Background: an optimization exercise with open tools, aiming at small area. Do not read the settings as production practice.
Only simulation tests tie the RTL to the original design; equivalence was not proved.
No activity file was given, so power comes from the tool's default toggle rates.

**config.mk**
```make
export PLATFORM = sky130hd
export DESIGN_NAME = sha256_message_digest_unit
export DESIGN_NICKNAME = sha256_message_digest_unit
export VERILOG_FILES = /design/flow/design.v
export SDC_FILE = /design/flow/constraint.sdc
export NUM_CORES = 4
export LEC_CHECK = 0
export CAP_MARGIN = 20
export CORE_MARGIN = 2
export CORE_UTILIZATION = 60
export CTS_BUF_LIST = sky130_fd_sc_hd__clkbuf_4
export SLEW_MARGIN = 20
```
**constraint.sdc**
```tcl
create_clock -name core_clock -period 20.0 [get_ports {clk}]
set_input_delay 4.0000 -clock core_clock [delete_from_list [all_inputs] [get_ports {clk}]]
set_output_delay 4.0000 -clock core_clock [all_outputs]
set_load 0.01 [all_outputs]
```
**design.v**
```verilog
package sha_pkg;
    function automatic logic [31:0] round_k(input logic [5:0] r);
        case (r)
            6'd0: round_k = 32'h428a2f98;
            6'd1: round_k = 32'h71374491;
            6'd2: round_k = 32'hb5c0fbcf;
            6'd3: round_k = 32'he9b5dba5;
            6'd4: round_k = 32'h3956c25b;
            6'd5: round_k = 32'h59f111f1;
            6'd6: round_k = 32'h923f82a4;
            6'd7: round_k = 32'hab1c5ed5;
            6'd8: round_k = 32'hd807aa98;
            6'd9: round_k = 32'h12835b01;
            6'd10: round_k = 32'h243185be;
            6'd11: round_k = 32'h550c7dc3;
            6'd12: round_k = 32'h72be5d74;
            6'd13: round_k = 32'h80deb1fe;
            6'd14: round_k = 32'h9bdc06a7;
            6'd15: round_k = 32'hc19bf174;
            6'd16: round_k = 32'he49b69c1;
            6'd17: round_k = 32'hefbe4786;
            6'd18: round_k = 32'h0fc19dc6;
            6'd19: round_k = 32'h240ca1cc;
            6'd20: round_k = 32'h2de92c6f;
            6'd21: round_k = 32'h4a7484aa;
            6'd22: round_k = 32'h5cb0a9dc;
            6'd23: round_k = 32'h76f988da;
            6'd24: round_k = 32'h983e5152;
            6'd25: round_k = 32'ha831c66d;
            6'd26: round_k = 32'hb00327c8;
            6'd27: round_k = 32'hbf597fc7;
            6'd28: round_k = 32'hc6e00bf3;
            6'd29: round_k = 32'hd5a79147;
            6'd30: round_k = 32'h06ca6351;
            6'd31: round_k = 32'h14292967;
            6'd32: round_k = 32'h27b70a85;
            6'd33: round_k = 32'h2e1b2138;
            6'd34: round_k = 32'h4d2c6dfc;
            6'd35: round_k = 32'h53380d13;
            6'd36: round_k = 32'h650a7354;
            6'd37: round_k = 32'h766a0abb;
            6'd38: round_k = 32'h81c2c92e;
            6'd39: round_k = 32'h92722c85;
            6'd40: round_k = 32'ha2bfe8a1;
            6'd41: round_k = 32'ha81a664b;
            6'd42: round_k = 32'hc24b8b70;
            6'd43: round_k = 32'hc76c51a3;
            6'd44: round_k = 32'hd192e819;
            6'd45: round_k = 32'hd6990624;
            6'd46: round_k = 32'hf40e3585;
            6'd47: round_k = 32'h106aa070;
            6'd48: round_k = 32'h19a4c116;
            6'd49: round_k = 32'h1e376c08;
            6'd50: round_k = 32'h2748774c;
            6'd51: round_k = 32'h34b0bcb5;
            6'd52: round_k = 32'h391c0cb3;
            6'd53: round_k = 32'h4ed8aa4a;
            6'd54: round_k = 32'h5b9cca4f;
            6'd55: round_k = 32'h682e6ff3;
            6'd56: round_k = 32'h748f82ee;
            6'd57: round_k = 32'h78a5636f;
            6'd58: round_k = 32'h84c87814;
            6'd59: round_k = 32'h8cc70208;
            6'd60: round_k = 32'h90befffa;
            6'd61: round_k = 32'ha4506ceb;
            6'd62: round_k = 32'hbef9a3f7;
            6'd63: round_k = 32'hc67178f2;
        endcase
    endfunction
    function automatic logic [31:0] init_h(input logic [2:0] i);
        case (i)
            3'd0: init_h = 32'h6a09e667;
            3'd1: init_h = 32'hbb67ae85;
            3'd2: init_h = 32'h3c6ef372;
            3'd3: init_h = 32'ha54ff53a;
            3'd4: init_h = 32'h510e527f;
            3'd5: init_h = 32'h9b05688c;
            3'd6: init_h = 32'h1f83d9ab;
            3'd7: init_h = 32'h5be0cd19;
        endcase
    endfunction
endpackage
module sha256_message_digest_unit (
    input  logic        clk,
    input  logic        rst_n,
    input  logic        in_valid,
    input  logic [7:0]  in_data_byte,
    input  logic        in_has_byte,
    input  logic        in_last,
    output logic        in_ready,
    output logic        out_valid,
    input  logic        out_ready,
    output logic [63:0] digest_bits_255_192,
    output logic [63:0] digest_bits_191_128,
    output logic [63:0] digest_bits_127_64,
    output logic [63:0] digest_bits_63_0
);
    localparam logic [2:0] S_COLLECT = 3'd0;
    localparam logic [2:0] S_PAD     = 3'd1;
    localparam logic [2:0] S_ROUND   = 3'd2;
    localparam logic [2:0] S_FOLD    = 3'd3;
    localparam logic [2:0] S_EMIT    = 3'd4;
    logic [2:0] state;
    logic [8:0] ph;          
    logic [1:0] rr;          
    logic [5:0] bpos;        
    logic       armed;       
    logic       absorbed;    
    logic       closing;     
    logic       second;      
    logic       final_blk;   
    logic       padblk;      
    logic       ipend;       
    logic       irun;        
    logic [511:0] w;
    logic [255:0] v;
    logic [255:0] h;
    logic [63:0]  c;
    logic         ccar;
    logic [6:0]   cv;        
    logic [2:0]   cw;        
    logic         cf;        
    logic [4:0] bi;
    logic [5:0] slot;
    logic [2:0] nb;
    logic [1:0] lane;
    assign bi   = ph[4:0];
    assign slot = ph[8:3];
    assign nb   = ph[2:0];
    assign lane = ph[4:3];
    logic collect, round, fold, emit, cz;
    assign collect = (state == S_COLLECT);
    assign round   = (state == S_ROUND);
    assign fold    = (state == S_FOLD);
    assign emit    = (state == S_EMIT);
    assign cz      = (bi != 5'd0);
    logic byte_cond, byte_go, byte_done, close_req, pad_entry, entry_final, noop_take;
    logic [5:0] pad_slot;
    assign byte_cond   = collect && in_valid && in_has_byte && !absorbed && !second && (slot == bpos);
    assign byte_go     = byte_cond && ((nb == 3'd0) || armed);
    assign byte_done   = byte_go && (nb == 3'd7);
    assign close_req   = in_valid && in_last && (absorbed || !in_has_byte);
    assign pad_slot    = second ? 6'd0 : bpos;
    assign pad_entry   = collect && close_req && (slot == pad_slot) && (nb == 3'd0);
    assign entry_final = second || (bpos < 6'd56);
    assign noop_take   = collect && in_valid && !in_has_byte && !in_last;
    assign in_ready    = noop_take || (byte_done && !in_last) || (pad_entry && entry_final);
    assign out_valid   = emit;
    logic pad_now, ins_en, ins_bit, pad_bit, len_bit, tapc;
    always_comb
    begin
        unique case (lane)
            2'd0: tapc = c[56];
            2'd1: tapc = c[40];
            2'd2: tapc = c[24];
            default: tapc = c[8];
        endcase
        if (slot == 6'd63)
            len_bit = (nb >= 3'd3) ? bpos[3'(nb - 3'd3)] : 1'b0;
        else if (slot == 6'd62 && nb == 3'd0)
            len_bit = bpos[5];
        else
            len_bit = tapc;
        if (!second && slot == bpos)
            pad_bit = (nb == 3'd7);
        else if (final_blk && slot >= 6'd56)
            pad_bit = len_bit;
        else
            pad_bit = 1'b0;
    end
    assign pad_now = (state == S_PAD) || pad_entry;
    assign ins_en  = byte_go || pad_now;
    assign ins_bit = pad_now ? pad_bit : in_data_byte[nb];
    logic s0w, s1w, sw1, sw2, wnew;
    logic [2:0] cwn;
    assign s0w = (bi < 5'd25 ? w[472] : w[504]) ^ (bi < 5'd14 ? w[461] : w[493])
               ^ (bi < 5'd29 && w[476]);
    assign s1w = (bi < 5'd15 ? w[46] : w[78]) ^ (bi < 5'd13 ? w[44] : w[76])
               ^ (bi < 5'd22 && w[53]);
    assign {cwn[0], sw1}  = w[511] + s0w + (cz && cw[0]);
    assign {cwn[1], sw2}  = sw1 + w[223] + (cz && cw[1]);
    assign {cwn[2], wnew} = sw2 + s1w + (cz && cw[2]);
    logic bs0, bs1, ch, mj, kb, x1, x2, x3, t1, t2, anew, enew;
    logic [6:0] cvn;
    logic [31:0] kw;
    assign kw  = sha_pkg::round_k({rr, ph[8:5]});
    assign kb  = kw[bi];
    assign bs0 = (bi < 5'd30 ? v[29] : v[61]) ^ (bi < 5'd19 ? v[18] : v[50])
               ^ (bi < 5'd10 ? v[9] : v[41]);
    assign bs1 = (bi < 5'd26 ? v[153] : v[185]) ^ (bi < 5'd21 ? v[148] : v[180])
               ^ (bi < 5'd7 ? v[134] : v[166]);
    assign ch  = (v[159] & v[191]) ^ (~v[159] & v[223]);
    assign mj  = (v[31] & v[63]) | (v[31] & v[95]) | (v[63] & v[95]);
    assign {cvn[0], x1}   = v[255] + bs1 + (cz && cv[0]);
    assign {cvn[1], x2}   = x1 + ch + (cz && cv[1]);
    assign {cvn[2], x3}   = x2 + kb + (cz && cv[2]);
    assign {cvn[3], t1}   = x3 + w[511] + (cz && cv[3]);
    assign {cvn[4], t2}   = bs0 + mj + (cz && cv[4]);
    assign {cvn[5], anew} = t1 + t2 + (cz && cv[5]);
    assign {cvn[6], enew} = v[127] + t1 + (cz && cv[6]);
    logic fsum, cfn, hin, iv;
    logic [31:0] ivw;
    assign ivw = sha_pkg::init_h(3'd7 - ph[7:5]);
    assign iv  = ivw[bi];
    assign {cfn, fsum} = h[255] + v[255] + (cz && cf);
    assign hin = irun ? iv : (fold ? fsum : h[255]);
    logic inc_win, cin;
    assign inc_win = round && (rr == 2'd0) && (ph[8:6] == 3'd0) && !padblk;
    assign cin     = inc_win && ((ph[5:0] == 6'd9) || ((ph[5:0] > 6'd9) && ccar));
    always_ff @(posedge clk)
    begin
        w <= {w[510:0], round ? wnew : w[511]};
        if (ins_en && lane == 2'd0) w[488] <= ins_bit;
        if (ins_en && lane == 2'd1) w[504] <= ins_bit;
        if (ins_en && lane == 2'd2) w[8]   <= ins_bit;
        if (ins_en && lane == 2'd3) w[24]  <= ins_bit;
        cw <= cwn;
        v <= {v[254:0], round ? anew : hin};
        if (round) v[128] <= enew;
        cv <= cvn;
        if (!emit)
            h <= {h[254:0], hin};
        cf <= cfn;
        c    <= {(irun ? 1'b0 : c[0] ^ cin), c[63:1]};
        ccar <= c[0] && cin;
    end
    always_ff @(posedge clk or negedge rst_n)
    begin
        if (!rst_n)
        begin
            state     <= S_COLLECT;
            ph        <= '0;
            rr        <= '0;
            bpos      <= '0;
            armed     <= 1'b0;
            absorbed  <= 1'b0;
            closing   <= 1'b0;
            second    <= 1'b0;
            final_blk <= 1'b0;
            padblk    <= 1'b0;
            ipend     <= 1'b1;
            irun      <= 1'b0;
        end
        else
        begin
            ph    <= ph + 1'b1;
            armed <= byte_go;
            if (ph[7:0] == 8'hff)
            begin
                irun  <= ipend;
                ipend <= 1'b0;
            end
            unique case (state)
                S_COLLECT:
                begin
                    if (byte_done)
                    begin
                        bpos <= bpos + 1'b1;
                        if (in_last)
                            absorbed <= 1'b1;
                        if (bpos == 6'd63)
                        begin
                            state  <= S_ROUND;
                            padblk <= 1'b0;
                        end
                    end
                    else if (pad_entry)
                    begin
                        state     <= S_PAD;
                        closing   <= 1'b1;
                        final_blk <= entry_final;
                        if (entry_final)
                            absorbed <= 1'b0;
                    end
                end
                S_PAD:
                begin
                    if (ph == 9'd511)
                    begin
                        state  <= S_ROUND;
                        padblk <= 1'b1;
                    end
                end
                S_ROUND:
                begin
                    if (ph == 9'd511)
                    begin
                        rr <= rr + 1'b1;
                        if (rr == 2'd3)
                            state <= S_FOLD;
                    end
                end
                S_FOLD:
                begin
                    if (ph[7:0] == 8'hff)
                    begin
                        if (!closing)
                            state <= S_COLLECT;
                        else if (final_blk)
                            state <= S_EMIT;
                        else
                        begin
                            state  <= S_COLLECT;
                            second <= 1'b1;
                        end
                    end
                end
                S_EMIT:
                begin
                    if (out_ready)
                    begin
                        state     <= S_COLLECT;
                        ipend     <= 1'b1;
                        bpos      <= '0;
                        closing   <= 1'b0;
                        second    <= 1'b0;
                        final_blk <= 1'b0;
                    end
                end
                default: state <= S_COLLECT;
            endcase
        end
    end
    always_comb
    begin
        for (int x = 0; x < 64; x++)
        begin
            digest_bits_255_192[x] = h[63 - x];
            digest_bits_191_128[x] = h[127 - x];
            digest_bits_127_64[x]  = h[191 - x];
            digest_bits_63_0[x]    = h[255 - x];
        end
    end
endmodule
```
**run.sh**
```bash
#!/bin/bash
# synth_recipe.tcl (not shown) runs the flow's synth.tcl, then flattens the netlist and writes it again
# the make line also repeats each setting of config.mk as NAME=value (left out here)
make -C /OpenROAD-flow-scripts/flow DESIGN_CONFIG=/design/flow/config.mk WORK_HOME=/design/flow/orfs CLKGATE_MAP_FILE= SYNTH_SCRIPT=/design/flow/synth_recipe.tcl finish
```
==> summary.log, run 1 <==
[layout] growth of design area from synthesis to finish 21.5%
[sta] number of max-slew violations in the final report 0
[sta] Worst Clk Skew 0.0726 ns
[critical_path] peak fanout along the critical path 11
[floorplan] number of placement rows 83
[critical_path] Buffers & Inverters on Critical Path 2
[logic_synthesis] synthesis warning total 1
[sta] maximum frequency from static timing analysis 93.8 MHz
[flow_run] max cap viols 0
[routing] number of design rule violations left after detail routing 0
[logic_synthesis] number of distinct library cells after synthesis 82
[floorplan] height of the chip 231 µm
[routing] Via Count 18100
[critical_path] Critical Path Sink Type primary output
[layout] share of post-route cells with drive strength above 1 18.0%
[global_route] initial antenna violation count 2
[clock_network] clock slew seen by the registers of the worst setup and hold paths 0.07 ns
[routing] routed wire length 76300 µm
[worst_hold_path] Hold WC Path Type flip-flop to flip-flop
[sta] transition time at the pin with the least slew margin 1.07 ns
[sta] Total Negative Setup Slacks 0 ns
[floorplan] effective utilization at floorplan 60.5%
[power_and_ir_drop] maximum resistive drop on vdd 0.112 mV
[outcome] result of the run timing/DRC/antenna clean
[routing] first-pass detailed-route iteration total 8
[global_route] Total Routing Usage GR 29.0%
[clock_network] Post-CTS Setup Inserts 0
[global_route] global-route wire length before repair 115000 µm
[clock_network] number of buffers on the longest clock path 4
[floorplan] total I/O pin count 272
[logic_synthesis] ranking of synthesized cells by instance count sky130_fd_sc_hd__dfxtp_1, sky130_fd_sc_hd__edfxtp_1, sky130_fd_sc_hd__nand2_1
[clock_network] clock tree from TritonCTS yes
[clock_network] clock latency reported for the late side of the worst-skew pair 1.05 ns
[floorplan] Core Footprint 51200 µm²
[logic_synthesis] number of synthesized flops with an enable pin 256
[placed_design] final estimated routing congestion in global placement 0.961
[routing] number of routed nets with antenna violations 0
[global_route] vias in the first global route 18900
[logic_synthesis] gate count after technology mapping 2006
[critical_path] slowest stage delay, CP 0.58 ns
[critical_path] Crit Path Category input port to primary output
[critical_path] cell with the most instances on the worst path sky130_fd_sc_hd__clkdlybuf4s50_1
[layout] number of filler instances in the final layout 2988
[critical_path] startpoint types input port
[sta] setup repair after global routing missed its margin false
[layout] Final Core Density 73.5%
[sta] minimum period implied by the final worst setup slack 10.66 ns
[layout] Post-layout nets 2541
[routing] Via density 5.40
[logic_synthesis] leading post-synthesis cells by cell area sky130_fd_sc_hd__dfxtp_1, sky130_fd_sc_hd__edfxtp_1, sky130_fd_sc_hd__dfrtp_1
[sta] Setup violations, final 0
[critical_path] crit-path cells clkdlybuf4s50_1 -> nor4b_2 -> o211ai_1 -> or2_2 -> nor4_4 -> a21oi_1 -> o21ai_0 -> clkdlybuf4s50_1
[logic_synthesis] post-synth top area share 54.5%
[logic_synthesis] async set-reset flop share out of synthesis 2.48%
[global_route] largest net degree at the start of global routing 181
[sta] number of hold violations in the final report 0
[floorplan] Die Width 231 µm
[sta] crit share post-route 53.3%
[logic_synthesis] primary flip-flop cell chosen by synthesis mapping sky130_fd_sc_hd__dfxtp_1
[critical_path] Critical Path AT 6.66 ns
[routing] iteration-0 DRC count of the detailed router 1632
[floorplan] overall die area 53500 µm²
[sta] worst hold slack across all endpoints 0.276 ns
[logic_synthesis] Syn Area/Cell 15.4 µm²
[global_route] total global routing overflow 0
[clock_network] CTS Root Buffer Type sky130_fd_sc_hd__clkbuf_4
[logic_synthesis] library cell with the largest summed area after synthesis sky130_fd_sc_hd__dfxtp_1
[placed_design] area of placed instances 34300 µm²
[critical_path] required arrival time at the worst endpoint 16.00 ns
[power_and_ir_drop] power per cell area 123 nW/µm²
[critical_path] CP top delay family simple AND/OR/NAND/NOR gates
[power_and_ir_drop] Leak 0.0149 µW
[placed_design] HPWL after detailed placement 46000 µm
[critical_path] slack of the worst reg-to-reg path 13.67 ns
[logic_synthesis] Post-Syn Area 31000 µm²
[layout] cell area after layout 37600 µm²
[routing] final routed wire length divided by cell count 22.8 µm
[logic_synthesis] Net Count, Synth 2059
[clock_network] H-tree level count 5
[clock_network] number of gates given a new drive strength after cts 0
[logic_synthesis] portion of the post-synthesis area used by sequential elements 81.6%
[clock_network] post-cts hold buffer count 0
[clock_network] sinks on the clock net 1128
[power_and_ir_drop] post-layout power 4620 µW
[sta] max-slew headroom at the worst pin 28.5%
[critical_path] cell with the biggest individual delay on the critical path sky130_fd_sc_hd__clkdlybuf4s50_1
[placed_design] PortBufs 271
[clock_network] Num CTS Buffers 276
[logic_synthesis] number of synthesized register bits 1128
[logic_synthesis] cell with the most instances after synthesis sky130_fd_sc_hd__dfxtp_1
## cell families after synthesis
kind of cell	after synthesis	share of synthesized area, %
DFF	1128	81.6
and+or+nand+nor	348	5.99
AOI/OAI and AO/OA	312	6.93
buffers and inverters	124	1.73
adders and majority gates	40	1.87
muxes	34	1.29
xor gates and xnor gates	20	0.565
## layout make-up
class	instances	area, µm²	area share (%)
diodes	1	2.50	0.00665
clock buffers	402	3020	8.02
clock inverters	52	262	0.695
inverters	33	126	0.336
multi-input cells	754	5170	13.7
flip-flops and latches	1128	25300	67.2
well taps	680	851	2.26
repair buffers	295	2910	7.72
## worst paths after layout
path / from / endpoint / cells after the start
worst max register to register: ph[7]$_DFF_PN0_ / v[128]$_DFF_P_ / 15
worst min-delay path: w[389]$_DFF_P_ / w[390]$_DFF_P_ / 0
min in group asynchronous: rst_n / ph[1]$_DFF_PN0_ / 2
worst max-delay path: in_valid / in_ready / 8
max in group asynchronous: rst_n / rr[0]$_DFFE_PN0P_ / 2
worst min register to register: w[389]$_DFF_P_ / w[390]$_DFF_P_ / 0
## per-layer routing
metal | vias up | wire [µm] | GRT usage, %
li1 | 8172 | - | -
met1 | 8766 | 31400 | 37.4
met2 | 907 | 35400 | 44.5
met3 | 227 | 6290 | 8.49
met4 | 2 | 3160 | 15.7
met5 | - | 13 | 0
## sequential cells by signal (all words and copies together), names as in the netlist, 2 cells and up
signal	count
c	64
rr	2
h	256
v	256
cw	3
state	3
cv	7
w	512
bpos	6
ph	9
## layout by cell type (no fill, tap or decap), types with 8 or more instances in the layout
cell type / synthesis / layout
sky130_fd_sc_hd__dfxtp_1: 844 / 844
sky130_fd_sc_hd__clkbuf_4: 0 / 402
sky130_fd_sc_hd__clkdlybuf4s50_1: 0 / 271
sky130_fd_sc_hd__edfxtp_1: 256 / 256
sky130_fd_sc_hd__nand2_1: 75 / 74
sky130_fd_sc_hd__o21ai_0: 65 / 65
sky130_fd_sc_hd__nor2_1: 58 / 58
sky130_fd_sc_hd__a21oi_1: 57 / 57
sky130_fd_sc_hd__clkinv_1: 3 / 41
sky130_fd_sc_hd__nor2b_1: 38 / 38
sky130_fd_sc_hd__nor3_1: 35 / 34
sky130_fd_sc_hd__ha_1: 28 / 28
sky130_fd_sc_hd__inv_1: 27 / 27
sky130_fd_sc_hd__nand3_1: 27 / 27
sky130_fd_sc_hd__nand2b_1: 27 / 27
sky130_fd_sc_hd__buf_4: 2 / 23
sky130_fd_sc_hd__mux2i_1: 22 / 22
sky130_fd_sc_hd__dfrtp_1: 27 / 22
sky130_fd_sc_hd__a31oi_1: 21 / 21
sky130_fd_sc_hd__o211ai_1: 19 / 19
sky130_fd_sc_hd__and2_1: 18 / 18
sky130_fd_sc_hd__a211oi_1: 18 / 18
sky130_fd_sc_hd__nand4_1: 13 / 13
sky130_fd_sc_hd__o311ai_0: 12 / 12
sky130_fd_sc_hd__xnor2_1: 11 / 11
sky130_fd_sc_hd__fa_1: 11 / 11
sky130_fd_sc_hd__a22oi_1: 10 / 10
sky130_fd_sc_hd__o2111ai_1: 10 / 10
sky130_fd_sc_hd__xor2_1: 9 / 9
sky130_fd_sc_hd__and3_1: 8 / 8
sky130_fd_sc_hd__and3b_1: 8 / 8
sky130_fd_sc_hd__o31ai_1: 8 / 8
## per-stage QoR
stage / cells / setup slack [ns]
6_report: 3345 / 9.34
3_5_place_dp: 2890 / 9.38
2_1_floorplan: 2006 / 9.22
3_3_place_gp: 2890 / 9.38
4_1_cts: 3344 / 9.37
5_1_grt: 3345 / 9.18
## power breakdown
group	switching (µW)	leakage, µW	total (µW)	internal, µW
Sequential	73.6	0.00989	2550	2480
Combinational	119	0.00306	266	147
Clock	863	0.00199	1810	944
==> run 2: changes to the inputs <==
--- a/config.mk
+++ b/config.mk
@@ -8,5 +8,6 @@
 export CAP_MARGIN = 20
 export CORE_MARGIN = 2
 export CORE_UTILIZATION = 60
-export CTS_BUF_LIST = sky130_fd_sc_hd__clkbuf_4
+export CTS_BUF_LIST = sky130_fd_sc_hd__clkbuf_8
+export CTS_CLUSTER_SIZE = 30
 export SLEW_MARGIN = 20
==> summary.log, run 2 <==
[global_route] Total Routing Usage GR 28.9%
[placed_design] area of placed instances 34300 µm²
[sta] setup repair after global routing missed its margin false
[logic_synthesis] fraction of the mapped netlist area in simple logic gates 5.99%
[sta] max-slew headroom at the worst pin 30.6%
[critical_path] Worst Reg2Reg Path Length in Cells 15
[clock_network] CTS Root Buffer Type sky130_fd_sc_hd__clkbuf_8
[logic_synthesis] number of synthesized flops with an enable pin 256
[routing] Via Count 17400
[clock_network] post-cts hold buffer count 0
[placed_design] final estimated routing congestion in global placement 0.961
[power_and_ir_drop] maximum resistive drop on vdd 0.108 mV
[floorplan] number of placement rows 83
[routing] Via density 5.49
[logic_synthesis] ranking of synthesized cells by instance count sky130_fd_sc_hd__dfxtp_1, sky130_fd_sc_hd__edfxtp_1, sky130_fd_sc_hd__nand2_1
[logic_synthesis] primary flip-flop cell chosen by synthesis mapping sky130_fd_sc_hd__dfxtp_1
[logic_synthesis] post-synth top area share 54.5%
[clock_network] Post-CTS Setup Inserts 0
[placed_design] HPWL after detailed placement 46000 µm
[sta] minimum period implied by the final worst setup slack 10.68 ns
[clock_network] clock latency reported for the late side of the worst-skew pair 0.82 ns
[floorplan] height of the chip 231 µm
[logic_synthesis] leading post-synthesis cells by cell area sky130_fd_sc_hd__dfxtp_1, sky130_fd_sc_hd__edfxtp_1, sky130_fd_sc_hd__dfrtp_1
[critical_path] required arrival time at the worst endpoint 16.00 ns
[global_route] initial antenna violation count 4
[logic_synthesis] cell with the most instances after synthesis sky130_fd_sc_hd__dfxtp_1
[clock_network] clock tree from TritonCTS yes
[worst_hold_path] worst hold start v[175]$_DFF_P_
[sta] setup slack of the critical path after layout 9.32 ns
[critical_path] beginning of the critical path in_valid
[sta] Setup violations, final 0
[layout] biggest regs w (512), h (256), v (256)
[global_route] global-route wire length before repair 114000 µm
[clock_network] clock slew seen by the registers of the worst setup and hold paths 0.06 ns
[floorplan] effective utilization at floorplan 60.5%
[critical_path] Critical Path Sink Type primary output
[critical_path] startpoint types input port
[critical_path] crit-path cells clkdlybuf4s50_1 -> nor4b_2 -> o211ai_1 -> or2_2 -> nor4_4 -> a21oi_1 -> o21ai_0 -> clkdlybuf4s50_1
[logic_synthesis] Net Count, Synth 2059
[layout] commonest non-fill, non-tap cells in the layout sky130_fd_sc_hd__dfxtp_1, sky130_fd_sc_hd__clkdlybuf4s50_1, sky130_fd_sc_hd__edfxtp_1, sky130_fd_sc_hd__clkbuf_8, sky130_fd_sc_hd__inv_1
[layout] top register by number of flip-flops w
[critical_path] Crit Path Category input port to primary output
[critical_path] cell with the biggest individual delay on the critical path sky130_fd_sc_hd__clkdlybuf4s50_1
[clock_network] Num CTS Buffers 158
[sta] number of max-slew violations in the final report 0
[sta] number of hold violations in the final report 0
[logic_synthesis] synthesis warning total 1
[layout] growth of design area from synthesis to finish 20.6%
[critical_path] worst r2r dst v[128]$_DFF_P_
[critical_path] slack of the worst reg-to-reg path 13.73 ns
[routing] final routed wire length divided by cell count 24.1 µm
[layout] share of post-route cells with drive strength above 1 10.9%
[clock_network] sinks on the clock net 1128
[outcome] result of the run timing/DRC/antenna clean
[logic_synthesis] Post-Syn Area 31000 µm²
[global_route] largest net degree at the start of global routing 181
[power_and_ir_drop] power per cell area 121 nW/µm²
[logic_synthesis] fraction of synthesized cell area in xor and xnor cells 0.565%
[clock_network] number of gates given a new drive strength after cts 0
[floorplan] overall die area 53500 µm²
[worst_hold_path] number of cells traversed by the worst hold path 0
[routing] iteration-0 DRC count of the detailed router 1701
[sta] Total Negative Setup Slacks 0 ns
[floorplan] total I/O pin count 272
[global_route] vias in the first global route 17800
[sta] crit share post-route 53.4%
[critical_path] slowest stage delay, CP 0.58 ns
[clock_network] H-tree level count 4
[critical_path] cell with the most instances on the worst path sky130_fd_sc_hd__clkdlybuf4s50_1
[critical_path] peak fanout along the critical path 11
[placed_design] DP Worst Slack 9.38 ns
[routing] first-pass detailed-route iteration total 7
[critical_path] Critical Path AT 6.68 ns
[logic_synthesis] proportion of synthesized area in mux cells 1.29%
[logic_synthesis] share of synthesized cell area in full adder, half adder and majority cells 1.87%
[sta] transition time at the pin with the least slew margin 1.04 ns
[layout] Post-layout nets 2423
[routing] number of design rule violations left after detail routing 0
[logic_synthesis] portion of the post-synthesis area used by sequential elements 81.6%
[logic_synthesis] number of distinct library cells after synthesis 82
[worst_hold_path] Hold Crit Endpoint v[176]$_DFF_P_
[sta] Worst Clk Skew 0.0533 ns
[clock_network] number of buffers on the longest clock path 3
[power_and_ir_drop] Leak 0.0148 µW
[logic_synthesis] gate count after technology mapping 2006
[logic_synthesis] number of synthesized register bits 1128
[logic_synthesis] async set-reset flop share out of synthesis 2.48%
[floorplan] Core Footprint 51200 µm²
[placed_design] PortBufs 271
[floorplan] Die Width 231 µm
[layout] number of flip-flops under the largest register name 512
[logic_synthesis] library cell with the largest summed area after synthesis sky130_fd_sc_hd__dfxtp_1
[critical_path] r2r startpoint ph[7]$_DFF_PN0_
[logic_synthesis] Syn Area/Cell 15.4 µm²
[layout] most frequent standard cell in the layout excluding fill and tap cells sky130_fd_sc_hd__dfxtp_1
[global_route] total global routing overflow 0
[sta] maximum frequency from static timing analysis 93.6 MHz
[flow_run] max cap viols 0
[worst_hold_path] Hold WC Path Type flip-flop to flip-flop
[logic_synthesis] post-synthesis compound-gate area fraction 6.93%
[logic_synthesis] largest family of logic cells by synthesized area compound AO/OA/AOI/OAI gates
[layout] cell area after layout 37400 µm²
[routing] number of routed nets with antenna violations 0
[routing] routed wire length 76400 µm
[run 2: cell counts after synthesis]
No cell type changed its count.
[run 2: kinds of logic (layout without fill, tap and decap cells)]
family,count (synthesis),count (layout)
xor gates and xnor gates,20,20
AOI/OAI and AO/OA,312,312
DFF,1128,1128
muxes,34,34
buffers and inverters,124,608
and+or+nand+nor,348,348
adders and majority gates,40,40
other,0,2
[run 2: final cells by class]
class,instances,area [µm²]
Timing Repair Buffer,295,2910
Clock inverter,98,509
Inverter,33,126
Multi-Input combinational cell,754,5170
Fill cell,2931,13800
Antenna cell,2,5.00
Tap cell,680,851
Sequential cell,1128,25300
Clock buffer,182,2500
[run 2: report_power, final]
part	switching, µW	total (µW)	internal [µW]
combinational	121	268	147
clock	851	1700	851
sequential	75.7	2550	2480
total	1050	4530	3480
[run 2: critical path, delay by kind of cell]
kind	cells	cell delay (ns)
buf+inv	2	1.04
compound gates	3	0.44
simple gates	3	1.21
[run 2: worst max-delay path by stage]
| stage | slack (ns) | to |
|---|---|---|
| 2_1_floorplan | 9.22 | out_valid |
| 3_3_place_gp | 9.38 | in_ready |
| 3_5_place_dp | 9.38 | in_ready |
| 4_1_cts | 9.37 | in_ready |
| 5_1_grt | 9.19 | in_ready |
| 6_report | 9.32 | in_ready |
[run 2: per-layer routing]
layer	part of all wire, %	track usage (%)	vias up
met1	41	37.8	8498
met2	47	45.4	888
met5	0.017	0	-
met3	8.4	8.11	176
met4	3.5	12.7	2
li1	-	-	7835
[run 2: metrics by stage]
stage	utilization, %	power, µW	instances	hold slack (ns)
after floorplan	-	2660	2006	0.310
after global placement	67.1	2840	2890	0.310
after detailed placement	67.1	2860	2890	0.312
after CTS	73.0	4570	3170	0.300
after global routing	73.0	4680	3172	0.306
final	73.0	4530	3172	0.294
==> run 3: changes to the inputs <==
--- a/config.mk
+++ b/config.mk
@@ -7,7 +7,5 @@
 export LEC_CHECK = 0
 export CAP_MARGIN = 20
 export CORE_MARGIN = 2
-export CORE_UTILIZATION = 60
-export CTS_BUF_LIST = sky130_fd_sc_hd__clkbuf_8
-export CTS_CLUSTER_SIZE = 30
+export CORE_UTILIZATION = 40
 export SLEW_MARGIN = 20
==> summary.log, run 3 <==
[outcome] result of the run timing/DRC/antenna clean
[placed_design] PortBufs 271
[routing] Via density 4.91
[power_and_ir_drop] Internal Pwr Total 3800 µW
[routing] number of design rule violations left after detail routing 0
[worst_hold_path] worst hold start v[93]$_DFF_P_
[logic_synthesis] cell with the most instances after synthesis sky130_fd_sc_hd__dfxtp_1
[placed_design] final estimated routing congestion in global placement 0.933
[sta] setup repair after global routing missed its margin false
[layout] fin cells 3448
[sta] Worst Clk Skew 0.0449 ns
[critical_path] beginning of the critical path in_valid
[sta] Setup violations, final 0
[logic_synthesis] proportion of synthesized area in mux cells 1.29%
[floorplan] Core Footprint 77100 µm²
[floorplan] height of the chip 282 µm
[clock_network] CTS Root Buffer Type sky130_fd_sc_hd__clkbuf_16
[clock_network] clock tree from TritonCTS yes
[critical_path] Critical Path AT 6.61 ns
[logic_synthesis] ranking of synthesized cells by instance count sky130_fd_sc_hd__dfxtp_1, sky130_fd_sc_hd__edfxtp_1, sky130_fd_sc_hd__nand2_1
[placed_design] instance count after placement with tap cells included 3252
[clock_network] post-cts hold buffer count 0
[routing] first-pass detailed-route iteration total 5
[layout] share of post-route cells with drive strength above 1 9.97%
[critical_path] required arrival time at the worst endpoint 16.00 ns
[critical_path] startpoint types input port
[global_route] initial antenna violation count 0
[sta] setup slack of the critical path after layout 9.39 ns
[placed_design] DP Worst Slack 9.41 ns
[logic_synthesis] number of synthesized flops with an enable pin 256
[clock_network] clock latency reported for the late side of the worst-skew pair 0.66 ns
[power_and_ir_drop] post-layout power 4810 µW
[logic_synthesis] primary flip-flop cell chosen by synthesis mapping sky130_fd_sc_hd__dfxtp_1
[layout] Antenna Diode Count 0
[floorplan] number of placement rows 102
[logic_synthesis] share of synthesized cell area in full adder, half adder and majority cells 1.87%
[sta] number of max-slew violations in the final report 0
[power_and_ir_drop] Leak 0.0148 µW
[clock_network] Num CTS Buffers 103
[sta] max-slew headroom at the worst pin 29.0%
[floorplan] total I/O pin count 272
[floorplan] overall die area 79700 µm²
[floorplan] Die Width 282 µm
[global_route] total global routing overflow 0
[logic_synthesis] number of distinct library cells after synthesis 82
[sta] transition time at the pin with the least slew margin 1.07 ns
[layout] commonest non-fill, non-tap cells in the layout sky130_fd_sc_hd__dfxtp_1, sky130_fd_sc_hd__clkdlybuf4s50_1, sky130_fd_sc_hd__edfxtp_1, sky130_fd_sc_hd__clkbuf_16, sky130_fd_sc_hd__nand2_1
[logic_synthesis] number of synthesized register bits 1128
[sta] minimum period implied by the final worst setup slack 10.61 ns
[flow_run] max cap viols 0
[power_and_ir_drop] power per cell area 125 nW/µm²
[floorplan] effective utilization at floorplan 40.2%
[worst_hold_path] Hold WC Path Type flip-flop to flip-flop
[layout] growth of design area from synthesis to finish 24.2%
[clock_network] number of buffers on the longest clock path 3
[sta] crit share post-route 53.0%
[logic_synthesis] fraction of the mapped netlist area in simple logic gates 5.99%
[routing] number of routed nets with antenna violations 0
[logic_synthesis] fraction of synthesized cell area in xor and xnor cells 0.565%
[global_route] global-route wire length before repair 104000 µm
[power_and_ir_drop] combinational share of power 5.4%
[power_and_ir_drop] Reg power frac 53.0%
[logic_synthesis] Net Count, Synth 2059
[global_route] Total Routing Usage GR 17.3%
[power_and_ir_drop] switching power 1010 µW
[layout] most frequent standard cell in the layout excluding fill and tap cells sky130_fd_sc_hd__dfxtp_1
[global_route] vias in the first global route 16400
[placed_design] HPWL after detailed placement 45000 µm
[routing] Via Count 16900
[logic_synthesis] library cell with the largest summed area after synthesis sky130_fd_sc_hd__dfxtp_1
[logic_synthesis] Post-Syn Area 31000 µm²
[critical_path] peak fanout along the critical path 11
[sta] maximum frequency from static timing analysis 94.3 MHz
[power_and_ir_drop] maximum resistive drop on vdd 0.0775 mV
[logic_synthesis] Syn Area/Cell 15.4 µm²
[critical_path] Critical Path Sink Type primary output
[sta] worst hold slack across all endpoints 0.285 ns
[clock_network] Post-CTS Setup Inserts 0
[logic_synthesis] async set-reset flop share out of synthesis 2.48%
[logic_synthesis] synthesis warning total 1
[layout] number of flip-flops under the largest register name 512
[logic_synthesis] largest family of logic cells by synthesized area compound AO/OA/AOI/OAI gates
[sta] number of hold violations in the final report 0
[clock_network] number of gates given a new drive strength after cts 0
[routing] iteration-0 DRC count of the detailed router 1652
[layout] Post-layout nets 2371
[power_and_ir_drop] sw frac 21.0%
[layout] biggest regs w (512), h (256), v (256)
[logic_synthesis] portion of the post-synthesis area used by sequential elements 81.6%
[logic_synthesis] leading post-synthesis cells by cell area sky130_fd_sc_hd__dfxtp_1, sky130_fd_sc_hd__edfxtp_1, sky130_fd_sc_hd__dfrtp_1
[routing] routed wire length 70300 µm
[power_and_ir_drop] Clk network pwr share 41.6%
[global_route] largest net degree at the start of global routing 174
[critical_path] r2r startpoint ph[7]$_DFF_PN0_
[clock_network] H-tree level count 3
[sta] Total Negative Setup Slacks 0 ns
[layout] top register by number of flip-flops w
[routing] final routed wire length divided by cell count 20.4 µm
[logic_synthesis] gate count after technology mapping 2006
[clock_network] clock slew seen by the registers of the worst setup and hold paths 0.06 ns
[logic_synthesis] post-synth top area share 54.5%
[critical_path] Crit Path Category input port to primary output
[clock_network] sinks on the clock net 1128
[logic_synthesis] post-synthesis compound-gate area fraction 6.93%
-- run 3: worst paths after layout --
check	endpoint	slack, ns	depth (start not counted)
worst max register to register	v[0]$_DFF_P_	14.14	14
worst min-delay path	v[94]$_DFF_P_	0.29	0
max in group asynchronous	rr[0]$_DFFE_PN0P_	15.83	2
worst max-delay path	in_ready	9.39	8
worst min register to register	v[94]$_DFF_P_	0.29	0
min in group asynchronous	irun$_DFFE_PN0N_	3.77	2
-- run 3: area by class of cell --
cell class              instances  area, µm²
clock inverters                43        504
clock buffers                 152       3130
flip-flops and latches       1128      25300
multi-input cells             754       5170
well taps                    1040       1300
repair buffers                298       2950
inverters                      33        126
fillers                      6499      38600
-- run 3: power by group through the flow --
| stage | registers, µW | clock network [µW] | logic, µW |
|---|---|---|---|
| 5_1_grt | 2570 | 2150 | 282 |
| 6_report | 2550 | 2000 | 260 |
| 4_1_cts | 2560 | 2060 | 262 |
| 3_3_place_gp | 2600 | 0 | 261 |
| 3_5_place_dp | 2600 | 0 | 261 |
| 2_1_floorplan | 2600 | 0 | 56.9 |
-- run 3: through the flow --
step	util, %	cell area [µm²]
after floorplan	-	31000
after global placement	45.2	34800
after detailed placement	45.2	34800
after CTS	49.9	38400
after global routing	49.9	38500
final	49.9	38500
-- run 3: routing by layer --
layer | wire length (µm) | GRT usage [%]
met5 | 0 | 0
met2 | 30200 | 25.5
met1 | 31400 | 24.0
met4 | 3050 | 8.15
met3 | 5700 | 4.22
-- run 3: kinds of logic after synthesis --
kind of cell | after synthesis
mux | 34
flops | 1128
fa+ha+maj | 40
simple gates | 348
compound gates | 312
buf+inv | 124
xor+xnor | 20
-- run 3: worst max-delay path, stage by stage --
cell and delay, ns:
sky130_fd_sc_hd__clkdlybuf4s50_1 0.45, sky130_fd_sc_hd__nor4b_2 0.31, sky130_fd_sc_hd__o211ai_1 0.17, sky130_fd_sc_hd__or2_2 0.34, sky130_fd_sc_hd__nor4_4 0.47, sky130_fd_sc_hd__a21oi_1 0.07, sky130_fd_sc_hd__o21ai_0 0.17, sky130_fd_sc_hd__clkdlybuf4s50_1 0.61
==> run 4: changes to the inputs <==
==> flow/run.sh (new file) <==
#!/bin/bash
# The standard layout, with the clock tree built without dummy loads and smaller port buffers
set -euo pipefail
bash standard.sh finish \
  'CTS_ARGS=-sink_clustering_enable -repair_clock_nets -dont_use_dummy_load -buf_list sky130_fd_sc_hd__clkbuf_8' \
  'BUFFER_PORTS_ARGS=-buffer_cell sky130_fd_sc_hd__buf_1' > make_finish.log 2>&1
==> standard.sh (new file) <==
#!/bin/bash
# synth_recipe.tcl (not shown) runs the flow's synth.tcl, then flattens the netlist and writes it again
# the make line also repeats each setting of config.mk as NAME=value (left out here)
make -C /OpenROAD-flow-scripts/flow DESIGN_CONFIG=/design/flow/config.mk WORK_HOME=/design/flow/orfs CLKGATE_MAP_FILE= SYNTH_SCRIPT=/design/flow/synth_recipe.tcl "${@:-finish}"
--- a/config.mk
+++ b/config.mk
@@ -7,5 +7,5 @@
 export LEC_CHECK = 0
 export CAP_MARGIN = 20
 export CORE_MARGIN = 2
-export CORE_UTILIZATION = 40
+export CORE_UTILIZATION = 60
 export SLEW_MARGIN = 20
removed: run.sh
==> summary.log, run 4 <==
[critical_path] slack of the worst reg-to-reg path 13.69 ns
[sta] Setup violations, final 0
[logic_synthesis] cell with the most instances after synthesis sky130_fd_sc_hd__dfxtp_1
[sta] transition time at the pin with the least slew margin 1.12 ns
[sta] minimum period implied by the final worst setup slack 9.98 ns
[global_route] largest net degree at the start of global routing 202
[logic_synthesis] Net Count, Synth 2059
[floorplan] height of the chip 231 µm
[sta] maximum frequency from static timing analysis 100 MHz
[placed_design] DP Worst Slack 10.02 ns
[layout] commonest non-fill, non-tap cells in the layout sky130_fd_sc_hd__dfxtp_1, sky130_fd_sc_hd__buf_1, sky130_fd_sc_hd__edfxtp_1, sky130_fd_sc_hd__clkbuf_8, sky130_fd_sc_hd__nand2_1
[routing] iteration-0 DRC count of the detailed router 1628
[logic_synthesis] number of synthesized flops with an enable pin 256
[global_route] global-route wire length before repair 106000 µm
[layout] top register by number of flip-flops w
[layout] most frequent standard cell in the layout excluding fill and tap cells sky130_fd_sc_hd__dfxtp_1
[sta] setup repair after global routing missed its margin false
[routing] number of design rule violations left after detail routing 0
[logic_synthesis] library cell with the largest summed area after synthesis sky130_fd_sc_hd__dfxtp_1
[outcome] result of the run timing/DRC/antenna clean
[clock_network] clock tree from TritonCTS yes
[sta] Worst Clk Skew 0.0775 ns
[critical_path] Critical Path AT 5.98 ns
[floorplan] overall die area 53500 µm²
[critical_path] Worst Reg2Reg Path Length in Cells 13
[critical_path] worst r2r dst v[0]$_DFF_P_
[floorplan] number of placement rows 83
[logic_synthesis] leading post-synthesis cells by cell area sky130_fd_sc_hd__dfxtp_1, sky130_fd_sc_hd__edfxtp_1, sky130_fd_sc_hd__dfrtp_1
[clock_network] sinks on the clock net 1128
[sta] number of max-slew violations in the final report 0
[critical_path] r2r startpoint ph[7]$_DFF_PN0_
[layout] Post-layout nets 2419
[power_and_ir_drop] maximum resistive drop on vdd 0.105 mV
[layout] growth of design area from synthesis to finish 12.3%
[logic_synthesis] Syn Area/Cell 15.4 µm²
[routing] first-pass detailed-route iteration total 6
[clock_network] Num CTS Buffers 157
[sta] number of hold violations in the final report 0
[logic_synthesis] gate count after technology mapping 2006
[critical_path] required arrival time at the worst endpoint 16.00 ns
[floorplan] Die Width 231 µm
[global_route] vias in the first global route 17200
[sta] crit share post-route 49.9%
[floorplan] total I/O pin count 272
[clock_network] number of buffers on the longest clock path 3
[logic_synthesis] portion of the post-synthesis area used by sequential elements 81.6%
[placed_design] HPWL after detailed placement 43700 µm
[routing] number of routed nets with antenna violations 0
[placed_design] final estimated routing congestion in global placement 0.972
[clock_network] H-tree level count 4
[layout] biggest regs w (512), h (256), v (256)
[logic_synthesis] primary flip-flop cell chosen by synthesis mapping sky130_fd_sc_hd__dfxtp_1
[clock_network] CTS Root Buffer Type sky130_fd_sc_hd__clkbuf_8
[routing] Via Count 17000
[clock_network] post-cts hold buffer count 0
[layout] number of flip-flops under the largest register name 512
[logic_synthesis] ranking of synthesized cells by instance count sky130_fd_sc_hd__dfxtp_1, sky130_fd_sc_hd__edfxtp_1, sky130_fd_sc_hd__nand2_1
[routing] routed wire length 70200 µm
[critical_path] peak fanout along the critical path 11
[routing] Via density 5.59
[global_route] initial antenna violation count 1
[clock_network] clock latency reported for the late side of the worst-skew pair 0.78 ns
[sta] Total Negative Setup Slacks 0 ns
[clock_network] number of gates given a new drive strength after cts 0
[logic_synthesis] Post-Syn Area 31000 µm²
[floorplan] effective utilization at floorplan 60.5%
[logic_synthesis] number of synthesized register bits 1128
[floorplan] Core Footprint 51200 µm²
[logic_synthesis] post-synth top area share 54.5%
[worst_hold_path] Hold WC Path Type flip-flop to flip-flop
[critical_path] beginning of the critical path in_valid
[logic_synthesis] synthesis warning total 1
[routing] final routed wire length divided by cell count 23.0 µm
[layout] share of post-route cells with drive strength above 1 9.18%
[critical_path] Critical path destination in_ready
[critical_path] Crit Path Category input port to primary output
[critical_path] startpoint types input port
[power_and_ir_drop] power per cell area 119 nW/µm²
[global_route] Total Routing Usage GR 26.6%
[sta] setup slack of the critical path after layout 10.02 ns
[worst_hold_path] worst hold start w[437]$_DFF_P_
[clock_network] Post-CTS Setup Inserts 0
[placed_design] PortBufs 271
[logic_synthesis] async set-reset flop share out of synthesis 2.48%
[clock_network] clock slew seen by the registers of the worst setup and hold paths 0.06 ns
[logic_synthesis] number of distinct library cells after synthesis 82
[power_and_ir_drop] Leak 0.0133 µW
[global_route] total global routing overflow 0
[critical_path] Critical Path Sink Type primary output
[flow_run] max cap viols 0
[sta] max-slew headroom at the worst pin 25.6%
[run 4: cell counts after synthesis]
No cell type changed its count.
[run 4: routing by layer]
metal	vias to the layer above	wire length, µm	GRT usage, %	part of all wire (%)
li1	7695	-	-	-
met1	8318	30100	36.3	43
met2	825	31700	40.1	45
met3	172	5640	6.66	8.0
met4	0	2740	13.2	3.9
met5	-	0	0	0
[run 4: kinds of logic after synthesis]
group | share of synthesized area [%]
flops | 81.6
simple gates | 5.99
fa+ha+maj | 1.87
xor+xnor | 0.565
compound gates | 6.93
buf+inv | 1.73
mux | 1.29
[run 4: how the worst min path moves through the flow]
stage,slack [ns],cells after the start,end
2_1_floorplan,0.31,0,c[0]$_DFF_P_
3_3_place_gp,0.31,0,w[3]$_DFF_P_
3_5_place_dp,0.31,0,c[56]$_DFF_P_
4_1_cts,0.25,0,w[438]$_DFF_P_
5_1_grt,0.26,0,w[424]$_DFF_P_
6_report,0.27,0,w[438]$_DFF_P_
[run 4: through the flow]
step | hold slack, ns | instance area, µm² | total power [µW] | instances | utilization [%]
3_5_place_dp | 0.312 | 32600 | 2770 | 2887 | 63.7
6_report | 0.266 | 34800 | 4130 | 3045 | 68.0
2_1_floorplan | 0.310 | 31000 | 2660 | 2006 | -
3_3_place_gp | 0.310 | 32600 | 2750 | 2887 | 63.7
5_1_grt | 0.262 | 34800 | 4290 | 3045 | 68.0
4_1_cts | 0.252 | 34800 | 4180 | 3044 | 67.9
[run 4: area by class of cell]
class / instances / area, µm²
Antenna cell: 1 / 2.50
Clock buffer: 157 / 2160
Fill cell: 3389 / 16400
Inverter: 33 / 126
Multi-Input combinational cell: 754 / 5170
Sequential cell: 1128 / 25300
Tap cell: 680 / 851
Timing Repair Buffer: 292 / 1190
[run 4: report_power, final]
part	internal (µW)	switching, µW	leakage, µW	total [µW]
combinational	58.8	113	0.00231	172
sequential	2480	77.9	0.00989	2560
clock	692	710	0.00113	1400
[run 4: worst max-delay path, stage by stage]
cell	delay [ns]
sky130_fd_sc_hd__buf_1	0.06
sky130_fd_sc_hd__nor4b_2	0.38
sky130_fd_sc_hd__o211ai_1	0.21
sky130_fd_sc_hd__or2_2	0.35
sky130_fd_sc_hd__nor4_4	0.49
sky130_fd_sc_hd__a21oi_1	0.07
sky130_fd_sc_hd__o21ai_0	0.23
sky130_fd_sc_hd__buf_1	0.18
==> run 5: changes to the inputs <==
==> flow/run.sh (replaced) <==
#!/bin/bash
# The standard layout, with the clock tree built without dummy loads and smaller port buffers
set -euo pipefail
bash standard.sh finish \
  'CTS_ARGS=-sink_clustering_enable -repair_clock_nets -dont_use_dummy_load -buf_list sky130_fd_sc_hd__clkbuf_4 -sink_clustering_size 10 -sink_clustering_max_diameter 50' \
  'BUFFER_PORTS_ARGS=-buffer_cell sky130_fd_sc_hd__buf_1' > make_finish.log 2>&1
--- a/config.mk
+++ b/config.mk
@@ -5,6 +5,7 @@
 export SDC_FILE = /design/flow/constraint.sdc
 export NUM_CORES = 4
 export LEC_CHECK = 0
+export ABC_AREA = 1
 export CAP_MARGIN = 20
 export CORE_MARGIN = 2
 export CORE_UTILIZATION = 60
==> summary.log, run 5 <==
[logic_synthesis] post-synth top area share 55.2%
[routing] detailed-route wire length on metal 1 29200 µm
[layout] biggest regs w (512), h (256), v (256)
[routing] first-pass detailed-route iteration total 5
[logic_synthesis] largest family of logic cells by synthesized area simple AND/OR/NAND/NOR gates
[global_route] global-route wire length before repair 101000 µm
[flow_run] max cap viols 0
[routing] top routing layer in use met5
[logic_synthesis] fraction of synthesized cell area in xor and xnor cells 0.458%
[sta] Worst Clk Skew 0.117 ns
[placed_design] HPWL after detailed placement 44800 µm
[critical_path] r2r startpoint ph[6]$_DFF_PN0_
[layout] share of post-route cells with drive strength above 1 7.40%
[routing] final routed wire length divided by cell count 20.3 µm
[routing] routed wire length 66200 µm
[sta] transition time at the pin with the least slew margin 1.05 ns
[sta] number of max-slew violations in the final report 0
[clock_network] H-tree level count 4
[layout] growth of design area from synthesis to finish 8.85%
[floorplan] Core Footprint 50300 µm²
[critical_path] Crit Path Category input port to primary output
[logic_synthesis] post-synthesis compound-gate area fraction 2.21%
[layout] number of flip-flops under the largest register name 512
[critical_path] required arrival time at the worst endpoint 16.00 ns
[sta] Total Negative Setup Slacks 0 ns
[sta] max-slew headroom at the worst pin 30.2%
[clock_network] sinks on the clock net 1128
[floorplan] effective utilization at floorplan 60.9%
[routing] sum of met2 wire segment lengths after detailed routing 28900 µm
[critical_path] crit-path cells buf_1 -> inv_1 -> nor2_1 -> inv_1 -> nor3_2 -> inv_1 -> nor2_4 -> o21ai_0 -> nand2_1 -> buf_1
[routing] Via density 5.25
[sta] Setup violations, final 0
[global_route] largest net degree at the start of global routing 88
[critical_path] cell with the most instances on the worst path sky130_fd_sc_hd__inv_1
[worst_hold_path] Hold WC Path Type flip-flop to flip-flop
[critical_path] slack of the worst reg-to-reg path 14.53 ns
[critical_path] slowest stage delay, CP 0.23 ns
[clock_network] Post-CTS Setup Inserts 0
[critical_path] Critical Path AT 5.21 ns
[floorplan] total I/O pin count 272
[floorplan] overall die area 52900 µm²
[clock_network] clock slew seen by the registers of the worst setup and hold paths 0.09 ns
[floorplan] height of the chip 230 µm
[logic_synthesis] portion of the post-synthesis area used by sequential elements 82.6%
[layout] commonest non-fill, non-tap cells in the layout sky130_fd_sc_hd__dfxtp_1, sky130_fd_sc_hd__nand2_1, sky130_fd_sc_hd__buf_1, sky130_fd_sc_hd__edfxtp_1, sky130_fd_sc_hd__nand3_1
[logic_synthesis] fraction of the mapped netlist area in simple logic gates 10.5%
[routing] iteration-0 DRC count of the detailed router 1467
[layout] top register by number of flip-flops w
[outcome] result of the run timing/DRC/antenna clean
[routing] number of routed nets with antenna violations 0
[layout] Post-layout nets 2636
[clock_network] number of buffers on the longest clock path 3
[power_and_ir_drop] post-layout power 3490 µW
[critical_path] worst r2r dst v[128]$_DFF_P_
[placed_design] PortBufs 271
[logic_synthesis] Syn Area/Cell 13.8 µm²
[logic_synthesis] async set-reset flop share out of synthesis 2.48%
[floorplan] number of placement rows 82
[clock_network] number of gates given a new drive strength after cts 0
[routing] number of design rule violations left after detail routing 0
[clock_network] post-cts hold buffer count 0
[routing] Met3 Wirelength 5670 µm
[critical_path] Worst Reg2Reg Path Length in Cells 20
[power_and_ir_drop] Leak 0.0141 µW
[logic_synthesis] cell with the most instances after synthesis sky130_fd_sc_hd__dfxtp_1
[global_route] initial antenna violation count 3
[critical_path] beginning of the critical path in_valid
[power_and_ir_drop] power per cell area 105 nW/µm²
[sta] worst hold slack across all endpoints 0.215 ns
[power_and_ir_drop] maximum resistive drop on vdd 0.0843 mV
[logic_synthesis] ranking of synthesized cells by instance count sky130_fd_sc_hd__dfxtp_1, sky130_fd_sc_hd__nand2_1, sky130_fd_sc_hd__edfxtp_1
[clock_network] Num CTS Buffers 132
[sta] crit share post-route 46.0%
[critical_path] Critical Path Sink Type primary output
[logic_synthesis] leading post-synthesis cells by cell area sky130_fd_sc_hd__dfxtp_1, sky130_fd_sc_hd__edfxtp_1, sky130_fd_sc_hd__nand2_1
[routing] Via Count 17100
[logic_synthesis] synthesis warning total 1
[sta] number of hold violations in the final report 0
[sta] setup repair after global routing missed its margin false
[layout] most frequent standard cell in the layout excluding fill and tap cells sky130_fd_sc_hd__dfxtp_1
[worst_hold_path] worst hold start w[465]$_DFF_P_
[sta] maximum frequency from static timing analysis 109 MHz
[critical_path] Critical path destination in_ready
[critical_path] cell with the biggest individual delay on the critical path sky130_fd_sc_hd__nor3_2
[logic_synthesis] number of distinct library cells after synthesis 51
[logic_synthesis] library cell with the largest summed area after synthesis sky130_fd_sc_hd__dfxtp_1
[layout] FF+latch area 25300 µm²
[clock_network] CTS Root Buffer Type sky130_fd_sc_hd__clkbuf_4
[placed_design] final estimated routing congestion in global placement 0.992
[layout] area occupied by multi-input gates 4720 µm²
[sta] minimum period implied by the final worst setup slack 9.21 ns
[logic_synthesis] share of synthesized cell area in full adder, half adder and majority cells 1.86%
[critical_path] peak fanout along the critical path 4
[global_route] total global routing overflow 0
[clock_network] clock latency reported for the late side of the worst-skew pair 0.96 ns
[logic_synthesis] number of synthesized flops with an enable pin 256
[global_route] Total Routing Usage GR 25.5%
[layout] number of filler instances in the final layout 3593
[logic_synthesis] gate count after technology mapping 2216
[floorplan] Die Width 230 µm
[clock_network] clock tree from TritonCTS yes
[logic_synthesis] proportion of synthesized area in mux cells 0.331%
[global_route] vias in the first global route 16900
[logic_synthesis] number of synthesized register bits 1128
[logic_synthesis] Post-Syn Area 30600 µm²
[logic_synthesis] primary flip-flop cell chosen by synthesis mapping sky130_fd_sc_hd__dfxtp_1
[worst_hold_path] number of cells traversed by the worst hold path 0
[critical_path] startpoint types input port
[logic_synthesis] Net Count, Synth 2269
-- run 5: changes by cell type after synthesis, sizes merged, moves of 27 or more --
cell / previous run / this run
nand3: 27 / 189
nor3: 35 / 5
nor2b: 38 / 0
nor2: 59 / 110
clkbuf: 38 / 9
nand2b: 27 / 0
inv: 30 / 96
nand2: 75 / 428
-- run 5: where the power goes --
group,total [µW],leakage [µW],switching (µW),internal (µW)
Combinational,110,0.00320,70.2,40.2
Clock,927,0.000607,622,305
Sequential,2450,0.0103,36.7,2420
Total,3490,0.0141,729,2760
-- run 5: worst min-delay path by stage --
stage,end,slack (ns)
2_1_floorplan,c[0]$_DFF_P_,0.31
3_3_place_gp,w[46]$_DFF_P_,0.31
3_5_place_dp,w[240]$_DFF_P_,0.31
4_1_cts,w[466]$_DFF_P_,0.22
5_1_grt,w[466]$_DFF_P_,0.21
6_report,w[466]$_DFF_P_,0.21
-- run 5: worst max-delay path, delay by kind of cell --
kind	cells	cell delay [ns]
compound gates	1	0.09
buf+inv	5	0.52
simple gates	4	0.59
-- run 5: metrics by stage --
stage	std cells	utilization, %	cell area, µm²	setup WS (ns)
2_1_floorplan	2216	-	30600	9.11
3_3_place_gp	3121	64.3	32300	10.84
3_5_place_dp	3121	64.3	32300	10.82
4_1_cts	3253	66.3	33300	10.81
5_1_grt	3260	66.3	33300	10.63
6_report	3260	66.3	33300	10.79
-- run 5: layout make-up --
class / count / share of cell area (%)
tap: 672 / 2.52
clock buffer: 132 / 2.97
inverter: 96 / 1.09
sequential: 1128 / 75.9
antenna: 7 / 0.0526
multi-input combinational: 942 / 14.2
timing repair buffer: 283 / 3.33
-- run 5: logic make-up after synthesis --
group	Yosys count
AO/OA/AOI/OAI	121
multiplexers	10
adder cells (fa/ha/maj)	39
buffers and inverters	146
XOR/XNOR	16
flip-flops	1128
AND/OR/NAND/NOR	756
-- run 5: layer usage --
metal  vias up  global-route usage [%]
li1       7995                       -
met1      8179                    36.2
met2       801                    37.5
met3       139                    5.75
met4         2                    12.2
met5         -                       0
==> run 6: changes to the inputs <==
==> flow/run.sh (replaced) <==
#!/bin/bash
# The standard layout, with the clock tree built without dummy loads and smaller port buffers
set -euo pipefail
bash standard.sh finish \
  'CTS_ARGS=-sink_clustering_enable -repair_clock_nets -dont_use_dummy_load -buf_list sky130_fd_sc_hd__clkbuf_8 -sink_clustering_size 16 -sink_clustering_max_diameter 60' \
  'BUFFER_PORTS_ARGS=-buffer_cell sky130_fd_sc_hd__buf_1' > make_finish.log 2>&1
--- a/config.mk
+++ b/config.mk
@@ -8,5 +8,5 @@
 export ABC_AREA = 1
 export CAP_MARGIN = 20
 export CORE_MARGIN = 2
-export CORE_UTILIZATION = 60
+export CORE_UTILIZATION = 70
 export SLEW_MARGIN = 20
==> summary.log, run 6 <==
[logic_synthesis] post-synth top area share 55.2%
[logic_synthesis] post-synthesis compound-gate area fraction 2.21%
[logic_synthesis] Syn Area/Cell 13.8 µm²
[global_route] global-route wire length before repair 109000 µm
[clock_network] post-cts hold buffer count 0
[global_route] total global routing overflow 0
[clock_network] number of gates given a new drive strength after cts 0
[clock_network] clock tree from TritonCTS yes
[sta] number of max-slew violations in the final report 0
[placed_design] DP Worst Slack 10.85 ns
[floorplan] overall die area 45400 µm²
[clock_network] sinks on the clock net 1128
[sta] max-slew headroom at the worst pin 29.8%
[sta] setup repair after global routing missed its margin false
[logic_synthesis] cell with the most instances after synthesis sky130_fd_sc_hd__dfxtp_1
[sta] minimum period implied by the final worst setup slack 9.21 ns
[clock_network] H-tree level count 3
[layout] top register by number of flip-flops w
[logic_synthesis] share of synthesized cell area in full adder, half adder and majority cells 1.86%
[logic_synthesis] primary flip-flop cell chosen by synthesis mapping sky130_fd_sc_hd__dfxtp_1
[layout] most frequent standard cell in the layout excluding fill and tap cells sky130_fd_sc_hd__dfxtp_1
[logic_synthesis] largest family of logic cells by synthesized area simple AND/OR/NAND/NOR gates
[floorplan] effective utilization at floorplan 70.9%
[floorplan] height of the chip 213 µm
[routing] Via density 5.62
[clock_network] clock slew seen by the registers of the worst setup and hold paths 0.09 ns
[floorplan] Core Footprint 43200 µm²
[critical_path] startpoint types input port
[logic_synthesis] library cell with the largest summed area after synthesis sky130_fd_sc_hd__dfxtp_1
[layout] number of filler instances in the final layout 2298
[logic_synthesis] leading post-synthesis cells by cell area sky130_fd_sc_hd__dfxtp_1, sky130_fd_sc_hd__edfxtp_1, sky130_fd_sc_hd__nand2_1
[placed_design] HPWL after detailed placement 47600 µm
[routing] routed wire length 74700 µm
[critical_path] Critical Path Sink Type primary output
[floorplan] total I/O pin count 272
[critical_path] slack of the worst reg-to-reg path 13.86 ns
[logic_synthesis] proportion of synthesized area in mux cells 0.331%
[placed_design] PortBufs 271
[global_route] initial antenna violation count 3
[flow_run] max cap viols 0
[logic_synthesis] number of synthesized flops with an enable pin 256
[layout] growth of design area from synthesis to finish 8.81%
[sta] transition time at the pin with the least slew margin 1.05 ns
[sta] worst hold slack across all endpoints 0.287 ns
[global_route] Total Routing Usage GR 33.0%
[critical_path] Crit Path Category input port to primary output
[logic_synthesis] number of distinct library cells after synthesis 51
[clock_network] Post-CTS Setup Inserts 0
[layout] commonest non-fill, non-tap cells in the layout sky130_fd_sc_hd__dfxtp_1, sky130_fd_sc_hd__nand2_1, sky130_fd_sc_hd__buf_1, sky130_fd_sc_hd__edfxtp_1, sky130_fd_sc_hd__nand3_1
[layout] Post-layout nets 2582
[routing] final routed wire length divided by cell count 24.0 µm
[logic_synthesis] Net Count, Synth 2269
[clock_network] Num CTS Buffers 81
[routing] Via Count 17500
[global_route] largest net degree at the start of global routing 193
[logic_synthesis] gate count after technology mapping 2216
[critical_path] peak fanout along the critical path 5
[sta] crit share post-route 46.0%
[sta] maximum frequency from static timing analysis 109 MHz
[sta] Total Negative Setup Slacks 0 ns
[power_and_ir_drop] maximum resistive drop on vdd 0.0897 mV
[power_and_ir_drop] Leak 0.0141 µW
[floorplan] Die Width 213 µm
[global_route] vias in the first global route 17300
[power_and_ir_drop] power per cell area 108 nW/µm²
[logic_synthesis] synthesis warning total 1
[clock_network] clock latency reported for the late side of the worst-skew pair 0.70 ns
[logic_synthesis] ranking of synthesized cells by instance count sky130_fd_sc_hd__dfxtp_1, sky130_fd_sc_hd__nand2_1, sky130_fd_sc_hd__edfxtp_1
[logic_synthesis] Post-Syn Area 30600 µm²
[sta] Setup violations, final 0
[outcome] result of the run timing/DRC/antenna clean
[logic_synthesis] async set-reset flop share out of synthesis 2.48%
[logic_synthesis] fraction of synthesized cell area in xor and xnor cells 0.458%
[sta] number of hold violations in the final report 0
[clock_network] CTS Root Buffer Type sky130_fd_sc_hd__clkbuf_8
[logic_synthesis] portion of the post-synthesis area used by sequential elements 82.6%
[placed_design] final estimated routing congestion in global placement 1.01
[clock_network] number of buffers on the longest clock path 3
[floorplan] number of placement rows 76
[logic_synthesis] number of synthesized register bits 1128
[layout] biggest regs w (512), h (256), v (256)
[routing] number of routed nets with antenna violations 0
[critical_path] Critical Path AT 5.21 ns
[sta] setup slack of the critical path after layout 10.79 ns
[layout] share of post-route cells with drive strength above 1 5.38%
[worst_hold_path] Hold WC Path Type flip-flop to flip-flop
[logic_synthesis] fraction of the mapped netlist area in simple logic gates 10.5%
[routing] first-pass detailed-route iteration total 6
[critical_path] required arrival time at the worst endpoint 16.00 ns
[routing] number of design rule violations left after detail routing 0
[sta] Worst Clk Skew 0.0819 ns
[routing] iteration-0 DRC count of the detailed router 1900
[layout] number of flip-flops under the largest register name 512
## run 6: cell counts after synthesis
Identical to the previous run, type by type.
## run 6: through the flow
stage                     utilization, %  power (µW)  instances  area [µm²]
after floorplan                        -        2560       2216       30600
after global placement              74.6        2600       3031       32200
after CTS                           77.2        3610       3112       33300
after global routing                77.2        3700       3112       33300
after detailed placement            74.6        2620       3031       32200
final                               77.2        3590       3113       33300
## run 6: kinds of logic (layout without fill, tap and decap cells)
| group | count (synthesis) | in the layout |
|---|---|---|
| multiplexers | 10 | 10 |
| adder cells (fa/ha/maj) | 39 | 39 |
| XOR/XNOR | 16 | 16 |
| flip-flops | 1128 | 1128 |
| buffers and inverters | 146 | 457 |
| AO/OA/AOI/OAI | 121 | 121 |
| other | 0 | 1 |
| AND/OR/NAND/NOR | 756 | 756 |
## run 6: worst paths after layout
check,start,endpoint,cells past startpoint
setup / recovery,in_valid,in_ready,9
hold / removal,w[206]$_DFF_P_,w[207]$_DFF_P_,0
setup reg to reg,ph[7]$_DFF_PN0_,v[128]$_DFF_P_,21
hold reg to reg,w[206]$_DFF_P_,w[207]$_DFF_P_,0
max in group asynchronous,rst_n,absorbed$_DFFE_PN0P_,2
min in group asynchronous,rst_n,ph[6]$_DFF_PN0_,2
## run 6: cell type report
| cell class | count | area (µm²) | area share (%) |
|---|---|---|---|
| flip-flops and latches | 1128 | 25300 | 75.9 |
| clock buffers | 81 | 1110 | 3.35 |
| well taps | 585 | 732 | 2.20 |
| diodes | 1 | 2.50 | 0.00751 |
| multi-input cells | 942 | 4720 | 14.2 |
| inverters | 96 | 363 | 1.09 |
| repair buffers | 280 | 1100 | 3.29 |
## run 6: critical path: stages
cell and delay [ns]:
sky130_fd_sc_hd__buf_1 0.07, sky130_fd_sc_hd__inv_1 0.03, sky130_fd_sc_hd__nor2_1 0.17, sky130_fd_sc_hd__o2111ai_1 0.15, sky130_fd_sc_hd__nor2_1 0.19, sky130_fd_sc_hd__nand3_2 0.15
sky130_fd_sc_hd__a21o_1 0.22, sky130_fd_sc_hd__nand2_1 0.08, sky130_fd_sc_hd__buf_1 0.15
## run 6: where the power goes
group	internal (µW)	switching [µW]	leakage, µW	total, µW
Sequential	2420	46.2	0.0103	2460
Combinational	41.2	76.8	0.00319	118
Clock	365	647	0.000582	1010
Total	2820	770	0.0141	3590
## run 6: per-layer routing
metal / share of wire, % / track usage (%) / wire length, µm
met1: 38 / 42.6 / 28600
met2: 46 / 51.7 / 34300
met3: 9.7 / 8.24 / 7270
met4: 6.0 / 18.4 / 4480
met5: 0.017 / 0 / 13

re-timing with driven ports:
The flow's constraints put no driver on any port. The routed layouts listed below were extracted and timed again, unchanged, in two steps.
Step 1 assumes that a clkbuf_16 drives the clock port and a buf_2 every other input.
Step 2 times the ports against the registers' clock, not the clock port: input delays grow and output delays shrink by t, the midpoint of the rising clock arrivals with the driver on.
Three values: ideal, step 1, step 2; two values: the first two.
| run | shift t [ns] | setup slack, ns | latest minus earliest clock arrival (ns) | worst data-port slew with drivers (ns) |
|---|---|---|---|---|
| run 1 | 1.071 | 9.340 / 9.267 / 9.267 | 0.092 / 0.093 | 0.07 |
| run 2 | 0.847 | 9.315 / 9.245 / 9.245 | 0.062 / 0.063 | 0.07 |
| run 3 | 0.692 | 9.394 / 9.343 / 9.343 | 0.056 / 0.056 | 0.07 |
| run 4 | 0.779 | 10.024 / 9.960 / 9.960 | 0.118 / 0.118 | 0.06 |
| run 5 | 0.955 | 10.792 / 10.746 / 10.746 | 0.124 / 0.124 | 0.08 |
| run 6 | 0.723 | 10.795 / 10.769 / 10.769 | 0.095 / 0.095 | 0.04 |
After both steps setup and hold are still met in every run listed. The setup slack of run 1, which loses most, moves by -0.073 ns with the drivers and by -0.073 ns with both steps.
